What follows belongs to an exercise in optimizing a design on an open flow for small area and a short achievable clock period; a production flow would make more cautious choices.
Function was not checked in any run shown here: the RTL went through the layout flow alone.

===== flow/config.mk =====
export PLATFORM = sky130hd
export DESIGN_NAME = sgbm_bt_cost_top
export DESIGN_NICKNAME = sgbm_bt_cost_top
export VERILOG_FILES = /design/flow/design.v
export SDC_FILE = /design/flow/constraint.sdc
export NUM_CORES = 4
export LEC_CHECK = 0
export CAP_MARGIN = 20
export CORE_MARGIN = 2
export CORE_UTILIZATION = 40
export SLEW_MARGIN = 20

===== flow/constraint.sdc =====
create_clock -name core_clock -period 8.0 [get_ports {clk}]
set_input_delay 1.6000 -clock core_clock [delete_from_list [all_inputs] [get_ports {clk}]]
set_output_delay 1.6000 -clock core_clock [all_outputs]
set_load 0.01 [all_outputs]

===== flow/design.v =====
package sgbm_cost_pkg;
    localparam int NUM_DISP   = 8;
    localparam int MAX_WIDTH  = 256;
    localparam int COL_BITS   = 8;
    localparam int BORDER_VAL = 63;
    localparam int GRAD_MAX   = 126;
    localparam int PIX_SHIFT  = 2;
    localparam int PIPE_LAT   = 6;
    localparam int COL_W    = 24;
    localparam int PIX_BT_W = 24;
    localparam int GRAD_BT_W = 21;
    localparam int SAMPLE_W = 45;
endpackage
`timescale 1ns/10ps
module sgbm_bt_cost_top (
    input  logic        clk,
    input  logic        rst,
    input  logic        i_row_start,
    input  logic [7:0]  i_width,
    input  logic [23:0] i_left,
    input  logic [23:0] i_right,
    output logic [63:0] o_cost,
    output logic        o_valid,
    output logic        o_row_done
);
    logic              run;
    logic signed [8:0] rem;
    logic [3:0]        u;
    logic              b_pix;    
    logic              b_grad;   
    always_ff @(posedge clk) begin
        if (rst) begin
            run     <= 1'b0;
            o_valid <= 1'b0;
        end else begin
            if (!run) begin
                run <= i_row_start;
            end else if (rem == -9'sd5) begin
                run <= 1'b0;
            end
            o_valid <= run && (u >= 4'd12) && (rem >= -9'sd4);
        end
    end
    always_ff @(posedge clk) begin
        if (!run) begin
            rem <= $signed({1'b0, i_width});
            u   <= '0;
        end else begin
            rem <= rem - 9'sd1;
            if (u != 4'd15) u <= u + 4'd1;
        end
    end
    assign o_row_done = !run;
    assign b_pix  = !run || (u == 4'd0) || (rem <= 9'sd1);
    assign b_grad = (u <= 4'd2) || (rem <= -9'sd1);
    function automatic logic [12:0] pfx(input logic [11:0] g_in, input logic [11:0] p_in,
                                        input logic ci);
        logic [11:0] g, p;
        logic [11:0] ng, np;
        g = g_in;
        p = p_in;
        g[0] = g_in[0] | (p_in[0] & ci);
        p[0] = 1'b0;
        for (int lvl = 0; lvl < 4; lvl++) begin
            ng = g;
            np = p;
            for (int i = 0; i < 12; i++) begin
                if (((i >> lvl) & 1) == 1) begin
                    int j;
                    j = ((i >> lvl) << lvl) - 1;
                    ng[i] = g[i] | (p[i] & g[j]);
                    np[i] = p[i] & p[j];
                end
            end
            g = ng;
            p = np;
        end
        pfx = {g, ci};
    endfunction
    function automatic logic [11:0] fadd(input logic [11:0] a, input logic [11:0] b, input logic ci);
        logic [12:0] c;
        c = pfx(a & b, a ^ b, ci);
        fadd = (a ^ b) ^ c[11:0];
    endfunction
    function automatic logic [11:0] fsub(input logic [11:0] a, input logic [11:0] b);
        fsub = fadd(a, ~b, 1'b1);
    endfunction
    logic [9:0] ls1, ls2, ls3, rs1, rs2, rs3;
    logic [7:0] lp [0:4];
    logic [7:0] rp [0:10];
    logic [6:0] lg [0:2];
    logic [6:0] rg [0:8];
    function automatic logic [9:0] col_sum(input logic [23:0] c);
        col_sum = {2'b0, c[23:16]} + {1'b0, c[15:8], 1'b0} + {2'b0, c[7:0]};
    endfunction
    function automatic logic [6:0] grad_of(input logic [9:0] s_next, input logic [9:0] s_prev);
        logic [11:0] e;
        e = fadd({2'b0, s_next}, ~{2'b0, s_prev}, 1'b0);
        if (!e[11] && (e[10:6] != 5'd0 || e[5:0] == 6'h3f)) grad_of = 7'd126;
        else if (e[11] && e[10:6] != 5'h1f)                 grad_of = 7'd0;
        else                                                grad_of = {~e[6], e[5:0]};
    endfunction
    always_ff @(posedge clk) begin
        ls1 <= col_sum(i_left);
        rs1 <= col_sum(i_right);
        ls2 <= ls1; ls3 <= ls2;
        rs2 <= rs1; rs3 <= rs2;
        lp[0] <= b_pix ? 8'd63 : i_left[15:8];
        rp[0] <= b_pix ? 8'd63 : i_right[15:8];
        for (int k = 1; k < 5; k++)  lp[k] <= lp[k-1];
        for (int k = 1; k < 11; k++) rp[k] <= rp[k-1];
        lg[0] <= b_grad ? 7'd63 : grad_of(ls1, ls3);
        rg[0] <= b_grad ? 7'd63 : grad_of(rs1, rs3);
        for (int k = 1; k < 3; k++) lg[k] <= lg[k-1];
        for (int k = 1; k < 9; k++) rg[k] <= rg[k-1];
    end
    function automatic logic [17:0] ud_pix(input logic [7:0] l, input logic [7:0] c,
                                           input logic [7:0] r, input logic is_left);
        logic [11:0] el, er, lr, hn, hu;
        logic [8:0]  emax, emin, u, y;
        el   = fsub({4'b0, l}, {4'b0, c});
        er   = fsub({4'b0, r}, {4'b0, c});
        lr   = fsub({4'b0, l}, {4'b0, r});
        emax = lr[11] ? er[8:0] : el[8:0];
        emin = lr[11] ? el[8:0] : er[8:0];
        u    = emax[8] ? 9'd0 : emax;
        y    = emin[8] ? emin : 9'd0;
        hn   = fsub(12'd0, {{4{y[8]}}, y[8:1]});
        hu   = fadd({4'b0, u[8:1]}, 12'hfff, 1'b0);
        if (is_left) ud_pix = {hn[8:0], hu[8:0]};
        else         ud_pix = {1'b0, u[8:1], ~y[8], ~y[8:1]};
    endfunction
    function automatic logic [13:0] ud_grad(input logic [6:0] l, input logic [6:0] c,
                                            input logic [6:0] r, input logic is_left);
        logic [11:0] el, er, lr, hn, hu;
        logic [7:0]  emax, emin, u, y;
        el   = fsub({5'b0, l}, {5'b0, c});
        er   = fsub({5'b0, r}, {5'b0, c});
        lr   = fsub({5'b0, l}, {5'b0, r});
        emax = lr[11] ? er[7:0] : el[7:0];
        emin = lr[11] ? el[7:0] : er[7:0];
        u    = emax[7] ? 8'd0 : emax;
        y    = emin[7] ? emin : 8'd0;
        hn   = fsub(12'd0, {{5{y[7]}}, y[7:1]});
        hu   = fadd({5'b0, u[7:1]}, 12'hfff, 1'b0);
        if (is_left) ud_grad = {hn[6:0], hu[6:0]};
        else         ud_grad = {u[7:1], ~y[7:1]};
    endfunction
    logic [17:0] udp_l, udp_r0;
    logic [13:0] udg_l, udg_r0;
    logic [17:0] udp_r [0:6];    
    logic [13:0] udg_r [0:6];
    logic [7:0]  dp [0:7];
    logic [8:0]  mp [0:7];
    logic [6:0]  dg [0:7];
    logic [6:0]  mg [0:7];
    assign udp_l  = ud_pix(lp[4], lp[3], lp[2], 1'b1);
    assign udp_r0 = ud_pix(rp[4], rp[3], rp[2], 1'b0);
    assign udg_l  = ud_grad(lg[2], lg[1], lg[0], 1'b1);
    assign udg_r0 = ud_grad(rg[2], rg[1], rg[0], 1'b0);
    always_ff @(posedge clk) begin
        logic signed [8:0] tp;
        logic signed [7:0] tg;
        logic              np, ng;
        logic [17:0]       rpud;
        logic [13:0]       rgud;
        logic signed [8:0] ap, bp;
        logic signed [6:0] ag, bg;
        logic [11:0]       t12;
        udp_r[0] <= udp_r0;
        udg_r[0] <= udg_r0;
        for (int k = 1; k < 7; k++) begin
            udp_r[k] <= udp_r[k-1];
            udg_r[k] <= udg_r[k-1];
        end
        for (int d = 0; d < 8; d++) begin
            rpud  = (d == 0) ? udp_r0 : udp_r[(d == 0) ? 0 : d-1];
            rgud  = (d == 0) ? udg_r0 : udg_r[(d == 0) ? 0 : d-1];
            tp    = 9'(fsub({4'b0, lp[3]}, {4'b0, rp[3+d]}));
            np    = tp[8];
            dp[d] <= tp[7:0] ^ {8{np}};
            ap    = np ? rpud[8:0] : rpud[17:9];
            bp    = np ? udp_l[8:0] : udp_l[17:9];
            t12   = fsub({3'b0, ~bp[8], bp[7:0]}, {3'b0, ~ap[8], ap[7:0]});
            mp[d] <= t12[11] ? ap : bp;
            tg    = 8'(fsub({5'b0, lg[1]}, {5'b0, rg[1+d]}));
            ng    = tg[7];
            dg[d] <= tg[6:0] ^ {7{ng}};
            ag    = ng ? rgud[6:0] : rgud[13:7];
            bg    = ng ? udg_l[6:0] : udg_l[13:7];
            t12   = fsub({5'b0, ~bg[6], bg[5:0]}, {5'b0, ~ag[6], ag[5:0]});
            mg[d] <= t12[11] ? ag : bg;
        end
    end
    function automatic logic [7:0] bt_cost(input logic [7:0] d_p, input logic [8:0] m_p,
                                           input logic [6:0] d_g, input logic [6:0] m_g);
        logic signed [9:0] rp_;
        logic signed [8:0] rg_;
        logic [5:0]        cp;
        logic [6:0]        cg;
        rp_ = 10'(fsub({4'b0, d_p}, {{3{m_p[8]}}, m_p}));
        rg_ = 9'(fsub({5'b0, d_g}, {{5{m_g[6]}}, m_g}));
        cp  = rp_[9] ? 6'd0 : rp_[7:2];
        cg  = rg_[8] ? 7'd0 : rg_[6:0];
        bt_cost = 8'(fadd({6'b0, cp}, {5'b0, cg}, 1'b0));
    endfunction
    always_ff @(posedge clk) begin
        for (int d = 0; d < 8; d++) begin
            o_cost[8*d +: 8] <= bt_cost(dp[d], mp[d], dg[d], mg[d]);
        end
    end
endmodule

===== flow/run.sh =====
#!/bin/bash
# synth_recipe.tcl (not shown) runs the flow's synth.tcl, then flattens the netlist and writes it again
# the make line also repeats each setting of config.mk as NAME=value (left out here)
make -C /OpenROAD-flow-scripts/flow DESIGN_CONFIG=/design/flow/config.mk WORK_HOME=/design/flow/orfs CLKGATE_MAP_FILE= SYNTH_SCRIPT=/design/flow/synth_recipe.tcl finish

==> results of run 1 <==
worst reg2reg max path: cells and delay by family (launching register included):
family | cells | cell delay [ns]
AO/OA/AOI/OAI | 5 | 1.95
multiplexers | 2 | 0.36
buffers and inverters | 4 | 1.10
XOR/XNOR | 1 | 0.70
flip-flops | 1 | 0.31
adder cells (fa/ha/maj) | 4 | 1.04
AND/OR/NAND/NOR | 4 | 0.73
metrics by stage:
step / util [%] / hold WS, ns / setup WS, ns
floorplan: - / 0.310 / 2.65
global placement: 43.2 / 0.310 / 1.70
detailed placement: 43.2 / 0.312 / 1.69
CTS: 46.1 / 0.321 / 1.62
global route: 46.1 / 0.321 / 1.16
finish: 46.1 / 0.319 / 1.68
per-layer routing:
layer,track usage (%),up-vias
li1,-,13900
met1,24.1,12700
met2,29.9,449
met3,2.83,135
met4,5.33,0
met5,0,-
logic make-up after synthesis:
logic type,after synthesis
flip-flops,795
XOR/XNOR,296
multiplexers,226
AO/OA/AOI/OAI,705
adder cells (fa/ha/maj),661
AND/OR/NAND/NOR,765
buffers and inverters,622
area by class of cell:
class                      count  area [um^2]  area share, %
multi-input combinational   2653        22800           48.6
sequential                   795        15900           33.9
antenna                        2         5.00         0.0107
tap                         1368         1710           3.65
inverter                     540         2030           4.33
clock inverter                40          489           1.04
clock buffer                 112         2430           5.18
timing repair buffer         161         1520           3.24
Yosys cell counts (4+ instances only):
| cell type | n |
|---|---|
| o211ai_1 | 12 |
| and3_1 | 13 |
| nand2_1 | 248 |
| or2_2 | 24 |
| buf_1 | 7 |
| nand4b_1 | 4 |
| nand3_1 | 38 |
| and2_1 | 29 |
| nor2_1 | 225 |
| ha_1 | 501 |
| mux2i_1 | 213 |
| nand2b_1 | 53 |
| clkbuf_1 | 57 |
| xor2_1 | 101 |
| mux2_2 | 12 |
| a21bo_2 | 4 |
| inv_1 | 537 |
| nor2b_1 | 46 |
| o21ai_1 | 15 |
| nand4_1 | 11 |
| nand3b_1 | 7 |
| a2111oi_0 | 18 |
| dfxtp_1 | 795 |
| o22ai_1 | 13 |
| fa_1 | 160 |
| or3_1 | 8 |
| a21o_1 | 114 |
| nor3_1 | 48 |
| xnor2_1 | 195 |
| o21bai_4 | 6 |
| o41a_1 | 7 |
| buf_6 | 5 |
| o21ai_0 | 127 |
| buf_4 | 4 |
| a31oi_1 | 14 |
| a31oi_4 | 6 |
| buf_2 | 8 |
| a211oi_1 | 15 |
| o21a_1 | 65 |
| o31ai_1 | 4 |
| a22oi_1 | 21 |
| a21oi_1 | 178 |
| o21bai_1 | 34 |
| a31o_2 | 7 |
| a311oi_1 | 6 |
state kept, by name, indices dropped and copies added (netlist names), 21 cells and up:
signal and count:
mg 56, lp 40, udp_r 105, mp 72
dp 64, rp 88, lg 21, dg 56
o_cost 64, udg_r 91, rg 63
worst paths after layout:
check	startpoint	end	slack [ns]	cells after the start
max	lg[1][2]	mg[5][0]	1.68	20
min	rp[1][2]	rp[2][2]	0.32	0
max reg2reg	lg[1][2]	mg[5][0]	1.68	20
min reg2reg	rp[1][2]	rp[2][2]	0.32	0
==> results.cfg, run 1 <==
[routing]
drc = 0
drt-initial-drc-count = 1219
routedWlPerCell_um = 16.7
drt_pre_antenna_iters = 5
via_per_inst = 4.79
wl_met3_um = 3890
dr_wl_met2_um = 43100
highest-signal-layer = met4
met1Wirelength_um = 45200
routed_wirelength_um = 94800
via_count = 27200
antenna_left = 0

[timing]
maxSlewHeadroom_pct = 26.0
hold_viol = 0
post-route-min-period_ns = 6.32
fmaxAchievable_ghz = 0.158
grt_setup_unrepaired = false
finalCritPeriodShare_pct = 79.0
final-setup-viol-count = 0
finalClockSkew_ns = 0.0265
timing.final.max_slew_violations = 0
timing.setup.tns_ns = 0
worstMarginPinSlew_ns = 1.10

[setup_path]
slowest_cp_cell = xor2_1
timing.critical_path.max_delay_family = compound AO/OA/AOI/OAI gates
critPathMaxStageDelay_ns = 0.70
cell_chain_critical_path = inv_1 > ha_1 > a211oi_1 > nor2_1 > a221oi_2 > nand2_1 > mux2i_4 > buf_4 > inv_2 > ha_1 > and3_1 > ha_1 > xor2_1 > mux2i_1 > inv_1 > ha_1 > a2111oi_0 > a31oi_4 > and3_1 > a311o_1
critical_path_launch_point_type = flip-flop
worst_ep_required_time_ns = 8.50
path_common_cell = ha_1
critical_path_buf_inv_count = 4
crit_arrival_ns = 6.81
cp_max_fo = 12
cp-end-kind = flip-flop
critical_path_class = reg2reg

[yosys]
yosysWarnings = 11
syn_area_per_cell_um2 = 10.1
synthesized_flop_and_latch_total = 795
post_synth_top_area_share_pct = 38.8
synthAdderAreaFrac_pct = 23.1
syn_area_um2 = 41100
post_synth_main_area_contributors = dfxtp_1 (39%), ha_1 (15%), fa_1 (7.8%), mux2i_1 (5.2%), inv_1 (4.9%)
sequential_to_total_area_share_from_yosys_stat_pct = 38.8
post_synth_mux_area_share_pct = 5.58
number_of_instances_in_the_synthesized_netlist = 4070
ys_types = 82
syn_nets = 4790
synth_enable_flop_cells = 0
synthArstFlopShare_pct = 0
synth_simple_gate_area_share_pct = 8.63
synth_top_cell_by_area = dfxtp_1
dominant_combinational_cell_family_by_area_after_synthesis = adder cells
yosys_most_used_dff = dfxtp_1
synth-xor-area-share_pct = 6.31
synth_compound_gate_area_share_pct = 11.8

[finish]
final_cell_area_um2 = 46900
mostFrequentLayoutCells = dfxtp_1 (795), inv_1 (537), ha_1 (501)
syn2layout_area_growth_pct = 14.3
fillerInstances = 9561
final_net_count = 4955
final_cell_count_no_fill = 5671
layout-drive-gt1-share_pct = 6.39
most_frequent_standard_cell_in_the_layout_excluding_fill_and_tap_cells = dfxtp_1

[floorplanning]
ios = 125
die_w_um = 324
die_y_um = 324
placement_rows = 117
die-area_um2 = 105000
floorplan.initialDensity_pct = 40.4
coreArea_um2 = 102000

[clock_network]
clk-insertion-delay-late_ns = 0.63
cts_hold_buffers = 0
post-cts-setup-buffers = 0
number_of_buffers_created_by_cts = 84
tritoncts = yes
h-tree-depth = 3
clock_sinks = 795
postCtsResizedCells = 0
clockBufferDepth = 3
cts.root.buffer_cell = clkbuf_16
clk_pin_slew_ns = 0.06

[global_routing]
globalRouteTotalUtil_pct = 18.0
grt_start_max_net_pins = 30
grt_first_pass_wirelength_um = 150000
antenna_found_initial = 1
overflow = 0
first_global_vias = 27600

[place]
port_buffers = 124
placement.cell_area_um2 = 44000
hpwlAfterDp_um = 76600
finalWeightedCongestion = 0.849
dp.cells = 5517

[min_path]
hold_crit_class = reg2reg

[run]
maxCapViolCount = 0

[run_status]
result_of_the_run = no timing/DRC/antenna violations
==> run 2: changes to the inputs <==
--- a/flow/config.mk
+++ b/flow/config.mk
@@ -10,2 +10,3 @@
 export CORE_UTILIZATION = 40
+export SETUP_SLACK_MARGIN = 3
 export SLEW_MARGIN = 20
==> results.cfg, run 2 <==
[finish]
antenna_fix_cells = 0
final_cell_area_um2 = 49100
final_cell_count_no_fill = 5804
top_regs = udp_r: 105 flops, udg_r: 91 flops, rp: 88 flops
layout-drive-gt1-share_pct = 12.1
regMostFlops = udp_r
most_frequent_standard_cell_in_the_layout_excluding_fill_and_tap_cells = dfxtp_1
final_net_count = 5083
largest_reg_flops = 105
syn2layout_area_growth_pct = 19.7
mostFrequentLayoutCells = dfxtp_1 (779), inv_1 (531), ha_1 (490)

[timing]
hold_viol = 0
post-route-min-period_ns = 5.16
final-setup-viol-count = 0
fmaxAchievable_ghz = 0.194
smallest_hold_slack_ns = 0.322
maxSlewHeadroom_pct = 39.4
timing.setup.tns_ns = 0
finalClockSkew_ns = 0.0236
finalCritPeriodShare_pct = 64.5
timing.final.max_slew_violations = 0
worstMarginPinSlew_ns = 0.908
grt_setup_unrepaired = true

[yosys]
synthAdderAreaFrac_pct = 23.1
synth_enable_flop_cells = 0
dominant_combinational_cell_family_by_area_after_synthesis = adder cells
syn_area_per_cell_um2 = 10.1
synth_simple_gate_area_share_pct = 8.63
ys_types = 82
post_synth_top_area_share_pct = 38.8
count_leader_synth = dfxtp_1
synthesized_flop_and_latch_total = 795
sequential_to_total_area_share_from_yosys_stat_pct = 38.8
post_synth_main_area_contributors = dfxtp_1 (39%), ha_1 (15%), fa_1 (7.8%), mux2i_1 (5.2%), inv_1 (4.9%)
yosysWarnings = 11
synth_top_cell_by_area = dfxtp_1
synthArstFlopShare_pct = 0
syn_nets = 4790
syn_area_um2 = 41100
synth-xor-area-share_pct = 6.31
number_of_instances_in_the_synthesized_netlist = 4070
yosys_most_used_dff = dfxtp_1
yosys-top-cells-count = dfxtp_1 (795), inv_1 (537), ha_1 (501)
post_synth_mux_area_share_pct = 5.58
synth_compound_gate_area_share_pct = 11.8

[setup_path]
critical_path_launch_point_type = flip-flop
crit_arrival_ns = 5.69
cp-end-kind = flip-flop
worst_ep_required_time_ns = 8.53
critical_path_class = reg2reg
cp_max_fo = 7

[min_path]
hold_crit_class = reg2reg

[clock_network]
cts.root.buffer_cell = clkbuf_16
cts_hold_buffers = 0
clock_sinks = 795
clockBufferDepth = 3
number_of_buffers_created_by_cts = 88
clk_pin_slew_ns = 0.06
h-tree-depth = 3
clk-insertion-delay-late_ns = 0.66
tritoncts = yes

[floorplanning]
die_y_um = 324
die-area_um2 = 105000
placement_rows = 117
floorplan.initialDensity_pct = 40.4
ios = 125
coreArea_um2 = 102000
die_w_um = 324

[global_routing]
globalRouteTotalUtil_pct = 18.7
grt_first_pass_wirelength_um = 155000
overflow = 0
grt_start_max_net_pins = 30
antenna_found_initial = 3
first_global_vias = 28500

[routing]
drt_pre_antenna_iters = 5
antenna_left = 0
routedWlPerCell_um = 17.1
via_per_inst = 4.83
drt-initial-drc-count = 1274
drc = 0
routed_wirelength_um = 99100
via_count = 28000

[place]
dp.cells = 5510
port_buffers = 124
finalWeightedCongestion = 0.869
hpwlAfterDp_um = 77100
placement.cell_area_um2 = 44000

[run]
maxCapViolCount = 0

[run_status]
result_of_the_run = no timing/DRC/antenna violations
-- run 2: cell counts after synthesis --
Identical to the previous run, type by type.
-- run 2: cell type report --
class	count	area, um^2
fillers	9306	52600
multi-input cells	2657	23600
flip-flops and latches	795	15900
repair buffers	281	2630
clock buffers	121	2600
inverters	540	2050
well taps	1368	1710
clock inverters	42	553
-- run 2: path summary, 6_finish.rpt --
path	end	start	slack, ns	cells past startpoint
min	rs3[2]	rs2[2]	0.32	0
max reg2reg	mp[2][0]	lp[3][1]	2.84	22
max	mp[2][0]	lp[3][1]	2.84	22
min reg2reg	rs3[2]	rs2[2]	0.32	0
-- run 2: cell families after synthesis --
logic type,after synthesis
buffers and inverters,622
adders and majority gates,661
DFF,795
xor gates and xnor gates,296
muxes,226
AOI/OAI and AO/OA,705
and+or+nand+nor,765
-- run 2: worst max-delay path, stage by stage (launching register included) --
cell and delay, ns:
dfxtp_2 0.34, clkinvlp_4 0.12, buf_4 0.17, fa_1 0.46, a21o_1 0.20, a21o_1 0.20
fa_2 0.34, xor2_1 0.20, a22oi_2 0.23, and4bb_4 0.31, mux2i_2 0.28, o311ai_4 0.18
buf_6 0.18, nand2_1 0.06, nand2_1 0.06, ha_1 0.29, nand4_1 0.19, a311oi_2 0.30
a211oi_2 0.12, buf_4 0.17, o21bai_4 0.24, mux2i_1 0.29, mux2i_1 0.11
-- run 2: timing repair --
item	in CTS	in global routing
setup buffers	63	63
endpoints found under the hold margin	0	0
resized for setup	64	145
cloned	4	1
setup endpoints to repair	120	120
pin swaps	32	66
-- run 2: metrics by stage --
step | setup WS, ns | utilization (%)
3_5_place_dp | 1.68 | 43.2
2_1_floorplan | 3.02 | -
3_3_place_gp | 1.82 | 43.2
4_1_cts | 3.00 | 47.2
6_report | 2.84 | 48.3
5_1_grt | 2.70 | 48.3
-- run 2: layer usage --
layer  GRT usage, %  up-vias  wire length [um]
met2           30.8      563             45200
met3           3.18      185              4320
met1           24.3    13100             45500
li1               -    14200                 -
met4           7.70        0              4080
met5              0        -                 0
==> run 3: changes to the inputs <==
--- a/flow/config.mk
+++ b/flow/config.mk
@@ -10,3 +10,3 @@
 export CORE_UTILIZATION = 40
-export SETUP_SLACK_MARGIN = 3
+export SETUP_SLACK_MARGIN = 5
 export SLEW_MARGIN = 20
==> results.cfg, run 3 <==
[timing]
maxSlewHeadroom_pct = 52.1
finalClockSkew_ns = 0.0248
grt_setup_unrepaired = true
final-setup-viol-count = 0
timing.final.max_slew_violations = 0
fmaxAchievable_ghz = 0.200
post-route-min-period_ns = 4.99
finalCritPeriodShare_pct = 62.3
timing.setup.tns_ns = 0
worstMarginPinSlew_ns = 0.719
hold_viol = 0

[yosys]
number_of_instances_in_the_synthesized_netlist = 4070
synthArstFlopShare_pct = 0
syn_area_um2 = 41100
yosysWarnings = 11
yosys_most_used_dff = dfxtp_1
synth_enable_flop_cells = 0
count_leader_synth = dfxtp_1
sequential_to_total_area_share_from_yosys_stat_pct = 38.8
syn_nets = 4790
ys_types = 82
synth_top_cell_by_area = dfxtp_1
post_synth_main_area_contributors = dfxtp_1 (39%), ha_1 (15%), fa_1 (7.8%), mux2i_1 (5.2%), inv_1 (4.9%)
synthesized_flop_and_latch_total = 795
syn_area_per_cell_um2 = 10.1
post_synth_top_area_share_pct = 38.8
yosys-top-cells-count = dfxtp_1 (795), inv_1 (537), ha_1 (501)

[setup_path]
crit_arrival_ns = 5.53
crit-reg2reg-launch = lp[3][1]
r2r_end = mp[5][7]
cp-end-kind = flip-flop
critical_path_class = reg2reg
critical_path_launch_point_type = flip-flop
worst_ep_required_time_ns = 8.54
reg2regPathDepth = 23
reg2reg_slack_ns = 3.01
cp_max_fo = 8

[clock_network]
tritoncts = yes
h-tree-depth = 3
number_of_buffers_created_by_cts = 88
clk_pin_slew_ns = 0.06
cts_hold_buffers = 0
clockBufferDepth = 3
cts.root.buffer_cell = clkbuf_16
clk-insertion-delay-late_ns = 0.66
clock_sinks = 795

[finish]
top_regs = udp_r: 105 flops, udg_r: 91 flops, rp: 88 flops
largest_reg_flops = 105
final_net_count = 5416
regMostFlops = udp_r
antenna_fix_cells = 0
most_frequent_standard_cell_in_the_layout_excluding_fill_and_tap_cells = dfxtp_1
syn2layout_area_growth_pct = 32.9
mostFrequentLayoutCells = dfxtp_1 (760), inv_1 (476), ha_1 (430)
layout-drive-gt1-share_pct = 28.1

[global_routing]
antenna_found_initial = 2
grt_start_max_net_pins = 30
globalRouteTotalUtil_pct = 19.9
grt_first_pass_wirelength_um = 166000
first_global_vias = 30500
overflow = 0

[routing]
drt_pre_antenna_iters = 7
via_count = 30000
routed_wirelength_um = 108000
highest-signal-layer = met4
drc = 0
routedWlPerCell_um = 17.6
wl_met3_um = 4590
dr_wl_met2_um = 51300
antenna_left = 0
met1Wirelength_um = 48400
via_per_inst = 4.89
drt-initial-drc-count = 1429

[floorplanning]
ios = 125
coreArea_um2 = 102000
floorplan.initialDensity_pct = 40.4
die_y_um = 324
placement_rows = 117
die_w_um = 324
die-area_um2 = 105000

[min_path]
whs_endpoint = rs3[7]
worst_hold_startpoint = rs2[7]
hold_crit_class = reg2reg
holdPathStages = 0

[place]
finalWeightedCongestion = 0.852
port_buffers = 124
hpwlAfterDp_um = 77800

[run]
maxCapViolCount = 0

[run_status]
result_of_the_run = no timing/DRC/antenna violations
## run 3: cell count changes in the layout (fill, tap and decap cells not counted), sizes merged
cell           before  now
o21bai             43   44
inv               539  536
a21oi             181  182
buf               157  495
clkdlybuf4s50     124   35
bufinv             11   10
clkinvlp           17   15
a31oi              21   23
dlygate4sd2         0   75
clkdlybuf4s15       0    1
clkinv             15   16
dlymetal6s2s        0    1
clkbuf            121  125
## run 3: worst max-delay path by stage
stage | to | slack [ns] | cells past startpoint | startpoint
after CTS | mp[2][0] | 3.17 | 25 | lp[3][1]
after floorplan | mp[5][6] | 3.18 | 26 | lp[3][2]
after global placement | mp[5][0] | 2.22 | 22 | lp[3][1]
after global routing | mp[5][7] | 2.89 | 22 | lp[3][1]
final | mp[5][7] | 3.01 | 23 | lp[3][1]
after detailed placement | mp[5][0] | 2.06 | 22 | lp[3][1]
## run 3: stage by stage
| step | area, um^2 | util (%) | cells | hold slack, ns | setup slack, ns |
|---|---|---|---|---|---|
| 2_1_floorplan | 42000 | - | 4070 | 0.310 | 3.18 |
| 3_3_place_gp | 44800 | 44.1 | 5511 | 0.310 | 2.22 |
| 3_5_place_dp | 44800 | 44.1 | 5511 | 0.312 | 2.06 |
| 4_1_cts | 52400 | 51.5 | 6010 | 0.324 | 3.17 |
| 5_1_grt | 54600 | 53.6 | 6133 | 0.328 | 2.89 |
| 6_report | 54600 | 53.6 | 6133 | 0.322 | 3.01 |
## run 3: final cells by class
class / count / area (um^2)
clock buffer: 122 / 2550
clock inverter: 37 / 520
fill: 8765 / 47200
inverter: 540 / 2080
multi-input combinational: 2661 / 26200
sequential: 795 / 16000
tap: 1368 / 1710
timing repair buffer: 610 / 5480
## run 3: cell families (layout without fill, tap and decap cells)
family / count (synthesis) / in the layout / synth area share, %
flops: 795 / 795 / 38.8
xor+xnor: 296 / 296 / 6.31
compound gates: 705 / 713 / 11.8
simple gates: 765 / 765 / 8.63
mux: 226 / 226 / 5.58
buf+inv: 622 / 1309 / 5.87
fa+ha+maj: 661 / 661 / 23.1
## run 3: critical path, cell delays in order (launching register included)
cell and delay [ns]:
dfxtp_2 0.35, clkinvlp_4 0.12, buf_6 0.14, fa_2 0.37, a21o_1 0.19, a21o_1 0.18
fa_2 0.65, nor2_1 0.11, o31ai_4 0.21, a21oi_2 0.07, ha_2 0.21, xnor2_4 0.47
nor2_1 0.12, a21oi_2 0.17, ha_1 0.29, a21oi_2 0.15, nor2b_1 0.06, o21ai_1 0.15
o21ai_1 0.10, nor3_2 0.15, buf_4 0.15, a21oi_4 0.10, mux2i_1 0.16, a31o_1 0.20
## run 3: timing repair
action,CTS,global route
setup endpoints to repair,281,262
setup buffers,329,119
pin swaps,273,241
gates cloned,11,4
resized for setup,596,284
## run 3: metal layers
metal,global-route usage (%),vias up
met2,33.8,643
met3,2.75,195
met1,25.7,14300
met4,6.85,0
li1,-,14800
met5,0,-

==> re-timing with driven ports <==
The results above use ideal ports. As a check the final layouts listed here were re-extracted and re-timed, cells and wires unchanged.
Step 1: set_driving_cell puts a clkbuf_16 on clk and a buf_2 on each other input, an assumption about the parent block.
Step 2 moves the port delays by t, midway between the first and last clock arrival at a register: inputs arrive t later, outputs are due t later. That takes back most of the time a late clock gives input paths.
a / b / c = ideal / step 1 / step 2; a / b = the first two.
run	shift t [ns]	setup WS [ns]	worst hold slack (ns)	pins driven straight from the clock port
run 1	0.688	1.683 / 1.683 / 1.683	0.319 / 0.319 / 0.319	1
run 2	0.709	2.839 / 2.839 / 2.839	0.322 / 0.322 / 0.322	1
run 3	0.717	3.012 / 3.012 / 3.012	0.322 / 0.322 / 0.322	1
After both steps every run listed still meets setup and hold.
